Source: an optimization exercise on an open RTL-to-GDS flow (aim: small area, a short achievable clock period and few clock cycles). Production flows keep margins and buffers that such runs may drop. Only simulation tests tie the RTL to the original design; equivalence was not proved. Power is estimated from default activity; no workload was simulated.

run 2:
==> flow/design.v <==
package llrc_pkg;
  localparam int PIX_W      = 8;
  localparam int COL_W      = 12;
  localparam int IDX_W      = 11;
  localparam int ROW_W      = 12;
  localparam int LEN_W      = 7;
  localparam int CFG_W      = 12;
  localparam int CFG_IDX_W  = 1;
  localparam int MAX_WIDTH        = 2048;
  localparam int MAX_MODEL_LENGTH = 64;
  localparam int RING_DEPTH = MAX_MODEL_LENGTH + 1;
  localparam int RING_AW    = $clog2(RING_DEPTH);
  localparam int SUM_W      = $clog2(MAX_WIDTH * 255 + 1);
  localparam int RAM_W      = PIX_W + SUM_W;
  localparam int WIN_W      = 14;
  localparam int PROD_W     = LEN_W + PIX_W;
  localparam int RESP_W     = 16;
  localparam logic [CFG_IDX_W-1:0] REG_ROW_WIDTH    = 1'd0;
  localparam logic [CFG_IDX_W-1:0] REG_MODEL_LENGTH = 1'd1;
  localparam logic [CFG_W-1:0] ROW_WIDTH_RST    = 12'd640;
  localparam logic [LEN_W-1:0] MODEL_LENGTH_RST = 7'd8;
  typedef struct packed {
    logic              clear;      
    logic              active;     
    logic              resp_en;    
    logic [IDX_W-1:0]  resp_col;
    logic              tail_en;    
    logic [IDX_W-1:0]  tail_col;
    logic              last;
    logic [ROW_W-1:0]  row;
    logic [LEN_W-1:0]  len;
    logic [SUM_W-1:0]  prefix;
  } s1_t;
endpackage
import llrc_pkg::*;
module laser_line_row_center_core (
  input  logic                 clk,
  input  logic                 rst_n,
  input  logic                 in_valid,
  output logic                 in_ready,
  input  logic [PIX_W-1:0]     in_pixel,
  input  logic                 in_frame_start,
  output logic                 out_valid,
  input  logic                 out_ready,
  output logic [ROW_W-1:0]     out_row_index,
  output logic [IDX_W-1:0]     out_center_col,
  output logic                 out_found,
  input  logic                 cfg_we,
  input  logic [CFG_IDX_W-1:0] cfg_idx,
  input  logic [CFG_W-1:0]     cfg_data
);
  logic [11:0] w_arch;
  logic [6:0]  l_arch;
  logic [10:0] wm1;       
  logic [6:0]  len;       
  logic        act;       
  logic        lnz;       
  logic        l1;        
  logic [10:0] tcm1;      
  logic [11:0] w_in;      
  logic [6:0]  l_in;      
  always_comb begin
    if (cfg_data[11] && (cfg_data[10:0] != 11'd0)) w_in = 12'd2048;
    else if (cfg_data[11:1] == 11'd0)              w_in = 12'd2;
    else                                           w_in = cfg_data;
    l_in = (cfg_data[6] && (cfg_data[5:0] != 6'd0)) ? 7'd64 : cfg_data[6:0];
  end
  localparam logic [1:0] ST_RUN = 2'd0, ST_CLR = 2'd1, ST_ADD = 2'd2;
  logic        rst_q;     
  logic [1:0]  st;
  logic        pending;
  logic        owed;
  logic        rdy_r;
  logic        go_r;
  logic [6:0]  sel;       
  logic        a_v, a_fs;
  logic [7:0]  a_pix;
  logic [7:0]  pjr;       
  logic [10:0] c_r;
  logic        rfs_r;
  logic [511:0] sr;
  logic        b_pv, b_rst, b_resp, b_j0, b_last, b_rfs;
  logic [10:0] b_x;       
  logic [10:0] b_y;       
  logic [13:0] s_r;
  logic        d_pv, d_rst, d_resp, d_j0, d_last, d_rfs;
  logic signed [15:0] d_r;
  logic signed [15:0] mx_v, mn_v;
  logic [10:0] mx_c, mn_c, cd_r;
  logic        mx_s, mn_s;
  logic        e_ev, e_rfs;
  logic        o_v, o_found;
  logic [11:0] o_idx;
  logic [10:0] o_cen;
  logic [10:0] c_eff, c_nxt, c_new;
  logic        ge_r;      
  logic        z_r;       
  logic        a_last, a_ge, a_rm, a_rst, a_j0, a_rfs;
  logic [7:0]  rd;
  logic [10:0] pp0, pp1, pp2, pp3, pp4, pp5;
  logic        empty, apply, more;
  logic        s_clr;
  logic [7:0]  s_add, s_sub;
  always_comb begin
    c_eff  = a_fs ? 11'd0 : c_r;
    a_last = c_eff >= wm1;
    a_ge   = a_fs ? !lnz : ge_r;
    a_rm   = a_ge && lnz;
    a_rst  = a_fs || z_r;
    a_j0   = (c_eff == {4'd0, len});
    a_rfs  = a_rst ? a_fs : rfs_r;
    rd     = 8'd0;
    for (int k = 0; k < 64; k++) begin
      if (sel[5:0] == 6'(k)) rd = rd | sr[8*k +: 8];
    end
    c_nxt  = a_last ? 11'd0 : c_eff + 11'd1;
    c_new  = a_v ? c_nxt : c_r;
    pp0 = len[0] ? {3'd0, pjr}       : 11'd0;
    pp1 = len[1] ? {2'd0, pjr, 1'b0} : 11'd0;
    pp2 = len[2] ? {1'd0, pjr, 2'b0} : 11'd0;
    pp3 = len[3] ? {3'd0, pjr}       : 11'd0;
    pp4 = len[4] ? {2'd0, pjr, 1'b0} : 11'd0;
    pp5 = len[5] ? {1'd0, pjr, 2'b0} : (len[6] ? {pjr, 3'b0} : 11'd0);
    empty  = !a_v && !b_pv && !d_pv && !e_ev;
    apply  = pending && empty && (st == ST_RUN);
    more   = (sel < {4'd0, c_r}) && (sel < len);
    s_clr   = a_v ? a_rst : (st == ST_CLR);
    s_add   = a_v ? (lnz ? a_pix : 8'd0) : (go_r ? pjr : 8'd0);
    s_sub   = (a_v && a_rm) ? pjr : 8'd0;
  end
  logic        zmaybe;
  logic        owed_nxt, pend_nxt;
  logic [1:0]  st_nxt;
  logic        pop;
  always_comb begin
    pop      = o_v && out_ready;
    zmaybe   = (a_v && a_last) ? (wm1 == 11'd1) : ({1'b0, c_r} + 12'd2 >= {1'b0, wm1});
    owed_nxt = (a_v && a_last) ? 1'b1 : (pop ? 1'b0 : owed);
    pend_nxt = cfg_we || (pending && !apply);
    case (st)
      ST_RUN:  st_nxt = apply ? ST_CLR : ST_RUN;
      ST_CLR:  st_nxt = ST_ADD;
      ST_ADD:  st_nxt = more ? ST_ADD : ST_RUN;
      default: st_nxt = ST_RUN;
    endcase
  end
  always_ff @(posedge clk) begin
    rst_q <= rst_n;
    if (!rst_n) begin
      w_arch  <= 12'd640;
      l_arch  <= 7'd8;
      pending <= 1'b0;
      rdy_r   <= 1'b0;
      o_v     <= 1'b0;
    end else begin
      if (cfg_we) begin
        if (cfg_idx == REG_ROW_WIDTH) w_arch <= w_in;
        else                          l_arch <= l_in;
      end
      pending <= pend_nxt;
      rdy_r   <= (st_nxt == ST_RUN) && !pend_nxt && !(owed_nxt && zmaybe);
      if (e_ev && rst_q)  o_v <= 1'b1;
      else if (out_ready) o_v <= 1'b0;
    end
  end
  always_ff @(posedge clk) begin
    if (!rst_q) begin
      wm1     <= 11'd639;
      len     <= 7'd8;
      act     <= 1'b1;
      lnz     <= 1'b1;
      l1      <= 1'b0;
      tcm1    <= 11'd631;
      st      <= ST_RUN;
      owed    <= 1'b0;
      go_r    <= 1'b0;
      sel     <= 7'd6;
      a_v     <= 1'b0;
      c_r     <= 11'd0;
      ge_r    <= 1'b0;
      z_r     <= 1'b1;
      b_pv    <= 1'b0;
      d_pv    <= 1'b0;
      e_ev    <= 1'b0;
      o_idx   <= 12'hfff;
    end else begin
      if (apply) begin
        wm1  <= w_arch[10:0] - 11'd1;
        len  <= l_arch;
        lnz  <= (l_arch != 7'd0);
        l1   <= (l_arch == 7'd1);
      end
      if (st == ST_CLR) begin
        tcm1 <= jd12[10:0];
        act  <= !jd12[11];
      end
      st      <= st_nxt;
      owed    <= owed_nxt;
      go_r    <= (st == ST_ADD) && more;
      case (st)
        ST_CLR:  sel <= 7'd0;
        ST_ADD:  sel <= more ? sel + 7'd1 : len - 7'd2;
        default: ;
      endcase
      a_v  <= in_valid && rdy_r;
      c_r  <= c_new;
      if (a_v) z_r <= a_last;
      if (!a_v)        ge_r <= ({1'b0, c_r} >= {5'd0, len});
      else if (a_last) ge_r <= !lnz;
      else if (a_fs)   ge_r <= (len <= 7'd1);
      else             ge_r <= ({1'b0, c_r} + 12'd1 >= {5'd0, len});
      b_pv <= a_v;
      d_pv <= b_pv;
      e_ev <= d_pv && d_last;
      if (e_ev) o_idx <= e_rfs ? 12'd0 : o_idx + 12'd1;
    end
  end
  assign in_ready = rdy_r;
  always_ff @(posedge clk) begin
    a_pix <= in_pixel;
    a_fs  <= in_frame_start;
    if (a_v) begin
      rfs_r <= a_rfs;
      sr    <= {sr[503:0], a_pix};
    end
    if (st == ST_RUN) begin
      if (a_v) pjr <= l1 ? a_pix : rd;
    end else if (more) begin
      pjr <= rd;
    end
    s_r     <= (s_clr ? 14'd0 : s_r) + {6'd0, s_add} - {6'd0, s_sub};
    b_rst   <= a_rst;
    b_x     <= pp0 + pp1 + pp2;
    b_y     <= pp3 + pp4 + pp5;
    b_resp  <= act && a_ge;
    b_j0    <= a_j0;
    b_last  <= a_last;
    b_rfs   <= a_rfs;
  end
  always_ff @(posedge clk) begin
    d_r    <= $signed({5'd0, b_x}) + $signed({2'd0, b_y, 3'd0}) - $signed({2'b0, s_r});
    d_rst  <= b_rst;
    d_resp <= b_resp;
    d_j0   <= b_j0;
    d_last <= b_last;
    d_rfs  <= b_rfs;
  end
  logic [10:0] cd, jd;
  logic [11:0] jd12;
  logic        gt, lt, d_pos;
  logic        mn_pos;    
  always_comb begin
    cd = d_rst ? 11'd0 : cd_r + 11'd1;
    jd12 = {1'b0, (st == ST_CLR) ? wm1 : cd} - {5'd0, len};
    jd   = jd12[10:0];
    gt = d_r > mx_v;
    lt = d_r < mn_v;
    d_pos = !d_r[15] && (d_r != 16'sd0);
  end
  always_ff @(posedge clk) begin
    if (d_pv) begin
      cd_r <= cd;
      if (d_rst) begin
        mx_c <= '0; mn_c <= '0; mx_s <= 1'b0; mn_s <= 1'b0;
      end
      if (d_resp && d_j0) begin
        mx_v <= d_r;
        mn_v <= d_r;
        mn_pos <= d_pos;
      end else if (d_rst) begin
        mx_v <= '0;
        mn_v <= '0;
        mn_pos <= 1'b0;
      end else if (d_resp) begin
        if (gt) begin
          mx_v <= d_r; mx_c <= jd; mx_s <= 1'b1;
        end
        if (lt) begin
          mn_v <= d_r; mn_c <= jd; mn_s <= 1'b1; mn_pos <= d_pos;
        end
      end
    end
    e_rfs <= d_rfs;
  end
  logic        t_mx, t_mn, e_found;
  logic [10:0] e_mxc, e_mnc;
  logic [11:0] e_sum;
  always_comb begin
    t_mx    = act && lnz && mx_v[15];
    t_mn    = act && lnz && mn_pos;
    e_mxc   = t_mx ? tcm1 : mx_c;
    e_mnc   = t_mn ? tcm1 : mn_c;
    e_found = act && (mx_s || t_mx) && (mn_s || t_mn);
    e_sum   = {1'b0, e_mxc} + {1'b0, e_mnc} + {11'd0, t_mx | t_mn};
  end
  always_ff @(posedge clk) begin
    o_found <= (e_ev & e_found) | (~e_ev & o_found);
    o_cen   <= ({11{e_ev & e_found}} & e_sum[11:1]) | ({11{~e_ev}} & o_cen);
  end
  assign out_valid      = o_v;
  assign out_row_index  = o_idx;
  assign out_center_col = o_cen;
  assign out_found      = o_found;
endmodule
clock: 12.0 ns
lec_check: 0
cap_margin: 20
core_margin: 2
core_utilization: 55
cts_cluster_diameter: 80
cts_cluster_size: 24
slew_margin: 60
standard.sh (not shown) runs the stock make flow with config.mk's settings and CLKGATE_MAP_FILE= SYNTH_SCRIPT=/design/flow/synth_recipe.tcl, a recipe that flattens the netlist after the stock synthesis.
==> flow/flow/run.sh <==
#!/bin/bash
# Standard ORFS layout (the standard.sh, standard synthesis unchanged);
# only the timing repair is asked for more: a setup margin of 8.45 ns, so it
# works towards about 3.55 ns of the 12 ns period. The SDC, the clock period
# and the IO constraints are unchanged. make's full output goes to
# orfs_make.log; ORFS keeps each step's log under orfs/logs.
set -euo pipefail
bash standard.sh SETUP_SLACK_MARGIN=8.45 finish > orfs_make.log 2>&1
Run 2 completed end to end with timing, DRC and antenna clean.
Testbench counts of run 2, summed over its fixed seeds: cycles 48,992.
For run 5, these inputs were changed with respect to run 2:
--- a/flow/design.v
+++ b/flow/design.v
@@ -57,5 +57,5 @@
   logic        lnz;       
   logic        l1;        
-  logic [10:0] tcm1;      
+  logic [10:0] tcol;      
   logic [11:0] w_in;      
   logic [6:0]  l_in;      
@@ -171,5 +171,5 @@
       lnz     <= 1'b1;
       l1      <= 1'b0;
-      tcm1    <= 11'd631;
+      tcol    <= 11'd632;
       st      <= ST_RUN;
       owed    <= 1'b0;
@@ -192,6 +192,6 @@
       end
       if (st == ST_CLR) begin
-        tcm1 <= jd12[10:0];
-        act  <= !jd12[11];
+        tcol <= jd13[10:0];
+        act  <= !jd13[12] && (jd13 != 13'd0);
       end
       st      <= st_nxt;
@@ -206,8 +206,6 @@
       c_r  <= c_new;
       if (a_v) z_r <= a_last;
-      if (!a_v)        ge_r <= ({1'b0, c_r} >= {5'd0, len});
-      else if (a_last) ge_r <= !lnz;
-      else if (a_fs)   ge_r <= (len <= 7'd1);
-      else             ge_r <= ({1'b0, c_r} + 12'd1 >= {5'd0, len});
+      if ((st == ST_ADD) && !more) ge_r <= (sel == len);
+      else if (a_v)                ge_r <= a_last ? !lnz : (a_ge || (c_nxt == {4'd0, len}));
       b_pv <= a_v;
       d_pv <= b_pv;
@@ -247,11 +245,11 @@
   end
   logic [10:0] cd, jd;
-  logic [11:0] jd12;
+  logic [12:0] jd13;
   logic        gt, lt, d_pos;
   logic        mn_pos;    
   always_comb begin
     cd = d_rst ? 11'd0 : cd_r + 11'd1;
-    jd12 = {1'b0, (st == ST_CLR) ? wm1 : cd} - {5'd0, len};
-    jd   = jd12[10:0];
+    jd13 = ((st == ST_CLR) ? {1'b0, w_arch} : {2'b0, cd}) - {6'd0, len};
+    jd   = jd13[10:0];
     gt = d_r > mx_v;
     lt = d_r < mn_v;
@@ -289,8 +287,8 @@
     t_mx    = act && lnz && mx_v[15];
     t_mn    = act && lnz && mn_pos;
-    e_mxc   = t_mx ? tcm1 : mx_c;
-    e_mnc   = t_mn ? tcm1 : mn_c;
+    e_mxc   = t_mx ? tcol : mx_c;
+    e_mnc   = t_mn ? tcol : mn_c;
     e_found = act && (mx_s || t_mx) && (mn_s || t_mn);
-    e_sum   = {1'b0, e_mxc} + {1'b0, e_mnc} + {11'd0, t_mx | t_mn};
+    e_sum   = {1'b0, e_mxc} + {1'b0, e_mnc};
   end
   always_ff @(posedge clk) begin
[summary]
- Summary of run 5 over run 2: worst-case headroom to the max-slew limit now sits lower; first-iteration DRC count climbed 5.1%; design area moved down; number of non-clock buffers in the layout now sits lower.
- In terms of area added between synthesis and finish, run 2 and run 5 differ only marginally.
- On area share of and/or/nand/nor cells after synthesis, the lower figure sits with run 2, not run 5.
- | share of the yosys chip area belonging to registers | run 5 vs run 2 | 0.37 points higher |
- Re area of the mapped netlist: run 5 is 170 um^2 down on run 2.
- Diff run 2 -> run 5: setup clock skew after layout went down, combined global-route utilization of all metal layers went down, total power went up, instance area at placement went down.
- On part of the cycle the worst path needs, run 5 and run 2 are neck and neck.
Testbench counts of run 5, summed over its fixed seeds: cycles 48,992.

==> re-timing with driven ports <==
Ports are ideal in the flow. The routed layouts listed here were re-timed in OpenROAD. Step 1 sets driving cells, clkbuf_16 on the clock port and buf_2 on the other inputs (assumed; they add their load-dependent delay and slew). Step 2 times the ports against the registers' clock, not the clock port: input delays grow and output delays shrink by t, the midpoint of the rising clock arrivals with the driver on. Three values: ideal ports, drivers, drivers and shift; two values: the first two.
run	shift t [ns]	setup slack, ns	worst setup path after step 2
run 2	0.691	8.486 / 8.421 / 7.877	input to register
run 5	0.672	8.500 / 8.438 / 7.926	input to register
After both steps every run listed still meets setup and hold. The setup slack of run 2, which loses most, moves by -0.065 ns with the drivers and by -0.609 ns with both steps.
